From an optimization exercise on the open Yosys and OpenROAD flow, aimed at small area and a short achievable clock period; shortcuts taken in it are not production practice.
Function was checked by simulation only, so behaviour that the tests miss may differ from the original.
The flow treats the clock pin as an ideal source, which a real chip does not have.
No activity file was given, so power comes from the tool's default toggle rates.

## gpio_to_axis_mux_fifo
module gpio_to_axis_mux_fifo #(
    parameter int NUM_CH     = 4,
    parameter int DATA_WIDTH = 32,
    parameter int DEPTH      = 16,
    parameter int WEN_EDGE   = 1,
    parameter int BURST_LEN  = 8
) (
    input  logic                         clk,
    input  logic                         rst_n,
    input  logic                         clr,
    input  logic [NUM_CH-1:0]            wen,
    input  logic [NUM_CH*DATA_WIDTH-1:0] wdata,
    output logic [NUM_CH-1:0]            overflow,
    output logic [DATA_WIDTH-1:0]        m_axis_tdata,
    output logic [gpio_axis_pkg::ch_width(NUM_CH)-1:0] m_axis_tdest,
    output logic                         m_axis_tlast,
    output logic                         m_axis_tvalid,
    input  logic                         m_axis_tready
);
    localparam int CH_W = gpio_axis_pkg::ch_width(NUM_CH);
    logic [NUM_CH-1:0]                        nonempty, nonempty_nx;
    logic [NUM_CH-1:0]                        pop;
    logic [NUM_CH-1:0][DEPTH*DATA_WIDTH-1:0]  mem_flat;
    logic [NUM_CH-1:0][DEPTH-1:0]             rsel, rsel_nx;
  ...
Size: roughly 4,500 cells after synthesis.
clock: 5.0 ns
lec_check: 0
abc_clock_period_in_ps: 2400
cap_margin: 20
core_margin: 2
core_utilization: 40
cts_cluster_diameter: 100
cts_cluster_size: 25
setup_slack_margin: 2.6
slew_margin: 20
standard.sh (not shown) runs the stock make flow with config.mk's settings and CLKGATE_MAP_FILE= SYNTH_SCRIPT=/design/flow/synth_recipe.tcl, a recipe that flattens the netlist after the stock synthesis.
==> flow/flow/run.sh <==
#!/bin/bash
# Standard ORFS layout (the standard.sh, standard synthesis unchanged) with
# knobs passed through the environment:
#  - port buffers are plain buf_4 cells instead of the delay-cell buffers that
#    buffer_ports picks by default;
#  - clock tree synthesis without dummy loads, with larger sink clusters;
#  - a second setup-repair pass after CTS (flow/post_cts.tcl).
set -euo pipefail
export BUFFER_PORTS_ARGS="-buffer_cell sky130_fd_sc_hd__buf_4"
export CTS_ARGS="-sink_clustering_enable -repair_clock_nets -dont_use_dummy_load -sink_clustering_size 25 -sink_clustering_max_diameter 100"
export POST_CTS_TCL="$PWD/flow/post_cts.tcl"
bash standard.sh > standard_flow.log 2>&1
==> flow/flow/post_cts.tcl <==
# Extra setup repair after CTS: a second pass of the same repair_timing call
# that cts.tcl makes, then legalise the placement again.
log_cmd estimate_parasitics -placement
repair_timing_helper
detailed_placement
check_placement -verbose
==> next run, changes <==
--- a/flow/flow/run.sh
+++ b/flow/flow/run.sh
@@ -7 +7 @@
-#  - a second setup-repair pass after CTS (flow/post_cts.tcl).
+#  - one more setup-repair pass after global routing (flow/post_grt.tcl).
@@ -11 +11,3 @@
-export POST_CTS_TCL="$PWD/flow/post_cts.tcl"
+export POST_GLOBAL_ROUTE_TCL="$PWD/flow/post_grt.tcl"
+export FLOW_GRT_MARGIN=2.75
+export FLOW_GRT_TNS=20
==> flow/flow/post_grt.tcl (new file) <==
# Extra setup repair after global routing, on global-route parasitics, with a
# larger margin than the stage's own repair (detailed routing loses about
# 0.1 ns on the worst paths), done the way global_route.tcl does its repair;
# then the route guides are written again for detailed routing.
log_cmd estimate_parasitics -global_routing
log_cmd repair_timing -setup -setup_margin $::env(FLOW_GRT_MARGIN) -repair_tns $::env(FLOW_GRT_TNS) -verbose
log_cmd global_route -start_incremental
log_cmd detailed_placement
log_cmd global_route -end_incremental
log_cmd estimate_parasitics -global_routing
write_guides $::env(RESULTS_DIR)/route.guide
removed: flow/flow/post_cts.tcl
The new run completed with no timing, DRC or antenna violations.
Power is higher by 0.38%.
Cell count is higher by about 0.8%.
Count of clock-buffer cells in the layout stays the same.
Non-clock buffer count is higher by 62.
Wire length is higher by 1.0%.
Sequential cell count stays the same.
Synthesized cell count is unchanged.
Synthesized area does not change.

* * *

gpio_to_axis_mux_fifo again, from the RTL that the note above started with.
==> flow/design.v (excerpt) <==
module gpio_to_axis_mux_fifo #(
    parameter int NUM_CH     = 4,
    parameter int DATA_WIDTH = 32,
    parameter int DEPTH      = 16,
    parameter int WEN_EDGE   = 1,
    parameter int BURST_LEN  = 8
) (
    input  logic                         clk,
    input  logic                         rst_n,
    input  logic                         clr,
    input  logic [NUM_CH-1:0]            wen,
    input  logic [NUM_CH*DATA_WIDTH-1:0] wdata,
    output logic [NUM_CH-1:0]            overflow,
    output logic [DATA_WIDTH-1:0]        m_axis_tdata,
    output logic [gpio_axis_pkg::ch_width(NUM_CH)-1:0] m_axis_tdest,
    output logic                         m_axis_tlast,
    output logic                         m_axis_tvalid,
    input  logic                         m_axis_tready
);
==> flow/config.mk <==
export PLATFORM = sky130hd
export DESIGN_NAME = gpio_to_axis_mux_fifo
export DESIGN_NICKNAME = gpio_to_axis_mux_fifo
export VERILOG_FILES = /design/flow/design.v
export SDC_FILE = /design/flow/constraint.sdc
export NUM_CORES = 4
export LEC_CHECK = 0
export ABC_CLOCK_PERIOD_IN_PS = 2400
export CAP_MARGIN = 20
export CORE_MARGIN = 2
export CORE_UTILIZATION = 40
export CTS_CLUSTER_DIAMETER = 100
export CTS_CLUSTER_SIZE = 25
export SETUP_SLACK_MARGIN = 2.6
export SLEW_MARGIN = 20
==> flow/constraint.sdc <==
create_clock -name core_clock -period 5.0 [get_ports {clk}]
set_input_delay 1.0000 -clock core_clock [delete_from_list [all_inputs] [get_ports {clk}]]
set_output_delay 1.0000 -clock core_clock [all_outputs]
set_load 0.01 [all_outputs]
==> flow/flow/run.sh <==
#!/bin/bash
# Standard ORFS layout (the standard.sh, standard synthesis unchanged) with
# knobs passed through the environment:
#  - port buffers are plain buf_4 cells instead of the delay-cell buffers that
#    buffer_ports picks by default;
#  - clock tree synthesis without dummy loads, with larger sink clusters;
#  - more setup repair after global routing (flow/post_grt.tcl).
set -euo pipefail
export BUFFER_PORTS_ARGS="-buffer_cell sky130_fd_sc_hd__buf_4"
export CTS_ARGS="-sink_clustering_enable -repair_clock_nets -dont_use_dummy_load -sink_clustering_size 25 -sink_clustering_max_diameter 100"
export POST_GLOBAL_ROUTE_TCL="$PWD/flow/post_grt.tcl"
export FLOW_GRT_MARGIN=2.75
export FLOW_GRT_TNS=20
bash standard.sh > standard_flow.log 2>&1
==> flow/flow/post_grt.tcl <==
# Extra setup repair after global routing, on global-route parasitics, with a
# larger margin than the stage's own repair (detailed routing loses about
# 0.1 ns on the worst paths), done the way global_route.tcl does its repair:
# one pass with every move on the worst endpoints, then a sizing-only pass
# over all endpoints. Then the route guides are written again for detailed
# routing.
log_cmd estimate_parasitics -global_routing
log_cmd repair_timing -setup -setup_margin $::env(FLOW_GRT_MARGIN) -repair_tns $::env(FLOW_GRT_TNS) -verbose
log_cmd repair_timing -setup -setup_margin $::env(FLOW_GRT_MARGIN) -repair_tns 100 -sequence "sizeup,swap" -verbose
log_cmd global_route -start_incremental
log_cmd detailed_placement
log_cmd global_route -end_incremental
log_cmd estimate_parasitics -global_routing
write_guides $::env(RESULTS_DIR)/route.guide
Next try:
--- a/flow/flow/run.sh
+++ b/flow/flow/run.sh
@@ -7 +7 @@
-#  - more setup repair after global routing (flow/post_grt.tcl).
+#  - one more setup-repair pass after global routing (flow/post_grt.tcl).
--- a/flow/flow/post_grt.tcl
+++ b/flow/flow/post_grt.tcl
@@ -3,4 +3,2 @@
-# 0.1 ns on the worst paths), done the way global_route.tcl does its repair:
-# one pass with every move on the worst endpoints, then a sizing-only pass
-# over all endpoints. Then the route guides are written again for detailed
-# routing.
+# 0.1 ns on the worst paths), done the way global_route.tcl does its repair;
+# then the route guides are written again for detailed routing.
@@ -9 +6,0 @@
-log_cmd repair_timing -setup -setup_margin $::env(FLOW_GRT_MARGIN) -repair_tns 100 -sequence "sizeup,swap" -verbose
CORE_UTILIZATION = 50   (was 40)
The changed run completed with no timing, DRC or antenna violations.
Area after synthesis does not change.
Clock skew decreases by 0.049 ns.
Global-route usage goes up by 8.4 points.
Design area fell by 1.3%.
Synthesized cell count stays the same.
Sequential share of layout area grows by 0.83 points.
Next try:
--- a/flow/flow/run.sh
+++ b/flow/flow/run.sh
@@ -3 +3 @@
-# knobs passed through the environment:
+# two knobs passed through the environment:
@@ -6,2 +6 @@
-#  - clock tree synthesis without dummy loads, with larger sink clusters;
-#  - one more setup-repair pass after global routing (flow/post_grt.tcl).
+#  - clock tree synthesis without dummy loads, with larger sink clusters.
@@ -11,3 +9,0 @@
-export POST_GLOBAL_ROUTE_TCL="$PWD/flow/post_grt.tcl"
-export FLOW_GRT_MARGIN=2.75
-export FLOW_GRT_TNS=20
CORE_UTILIZATION = 40   (was 50)
SETUP_SLACK_MARGIN = 2.4   (was 2.6)
removed: flow/flow/post_grt.tcl
Effect:
- The new run went through all stages and came out clean
- routed wire length increases by about 1.8%
- clock-buffer cell count increases by 1
- non-clock buffer count decreases by 53
- clock power hardly moves
- power hardly moves
- setup slack gets worse by 0.31 ns
Next try:
SETUP_SLACK_MARGIN = 2.9   (was 2.4)
After rerunning: The changed run produced a clean layout; routed wire length climbs by 6.7%; power climbs by 1.5%; register-to-register slack gets better by 0.27 ns; final area climbs by 8.8%.

* * *

gpio_to_axis_mux_fifo, a different RTL version from the one above (not shown whole).
Size: about 4200 cells after synthesis, roughly 2100 flip-flops, roughly 180 I/O pins, ~78000 um^2 of cells after synthesis.
clock: 5.0 ns
lec_check: 0
abc_clock_period_in_ps: 2400
cap_margin: 20
core_margin: 2
core_utilization: 40
setup_slack_margin: 2.6
slew_margin: 20
tns_end_percent: 0
run.sh (not shown) runs the stock make flow with config.mk's settings and CLKGATE_MAP_FILE= SYNTH_SCRIPT=/design/flow/synth_recipe.tcl, a recipe that flattens the netlist after the stock synthesis.
Stock flow here: none of the scripts above is used.
Edit:
CTS_CLUSTER_DIAMETER = 100   (was not set)
CTS_CLUSTER_SIZE = 30   (was not set)
After rerunning: The new run completed with no timing, DRC or antenna violations. Global-route usage falls by 0.40 points. Clock-buffer cell count falls by 112. Worst setup slack gets worse by 0.019 ns. Maximum frequency falls by 0.62%. Via count falls by 2.3%. Design area falls by 4.3%. Hold slack gets better by 0.012 ns. Non-clock buffer count falls by 12. Synthesized cell count is unchanged. Routed wire length falls by 2.1%. First-iteration DRC count falls by 6.8%.

[static timing again, ports no longer ideal]
Ports are ideal in the flow. The routed layouts listed here were re-timed in OpenROAD. Step 1 (the two cells are an assumption about what drives the block):
set clk [get_ports {clk}]
set_driving_cell -lib_cell sky130_fd_sc_hd__clkbuf_16 $clk
set_driving_cell -lib_cell sky130_fd_sc_hd__buf_2 [delete_from_list [all_inputs] $clk]
Step 2, shift: input delay + t, output delay - t, t = (earliest + latest rising clock arrival at the registers) / 2. This alone moves slack from input paths to output paths. a / b / c = ideal ports / drivers / drivers and shift; a / b = the first two.
| run | t, ns | setup slack, ns | pins driven straight from the clock port |
|---|---|---|---|
| the first run of note 1 | 0.848 | 2.442 / 2.442 / 1.995 | 1 |
| the second run of note 1 | 0.845 | 2.618 / 2.534 / 1.969 | 1 |
| the first run of note 2 | 0.847 | 2.628 / 2.538 / 1.940 | 1 |
| the second run of note 2 | 0.843 | 2.553 / 2.552 / 1.951 | 1 |
| the third run of note 2 | 0.850 | 2.245 / 2.245 / 1.874 | 1 |
| the fourth run of note 2 | 0.852 | 2.519 / 2.502 / 1.960 | 1 |
| the first run of note 3 | 0.898 | 1.904 / 1.904 / 1.503 | 1 |
| the second run of note 3 | 0.823 | 1.884 / 1.884 / 1.448 | 1 |
After both steps setup and hold are still met in every run listed. The setup slack of the first run of note 2, which loses most, moves by -0.090 ns with the drivers and by -0.688 ns with both steps.
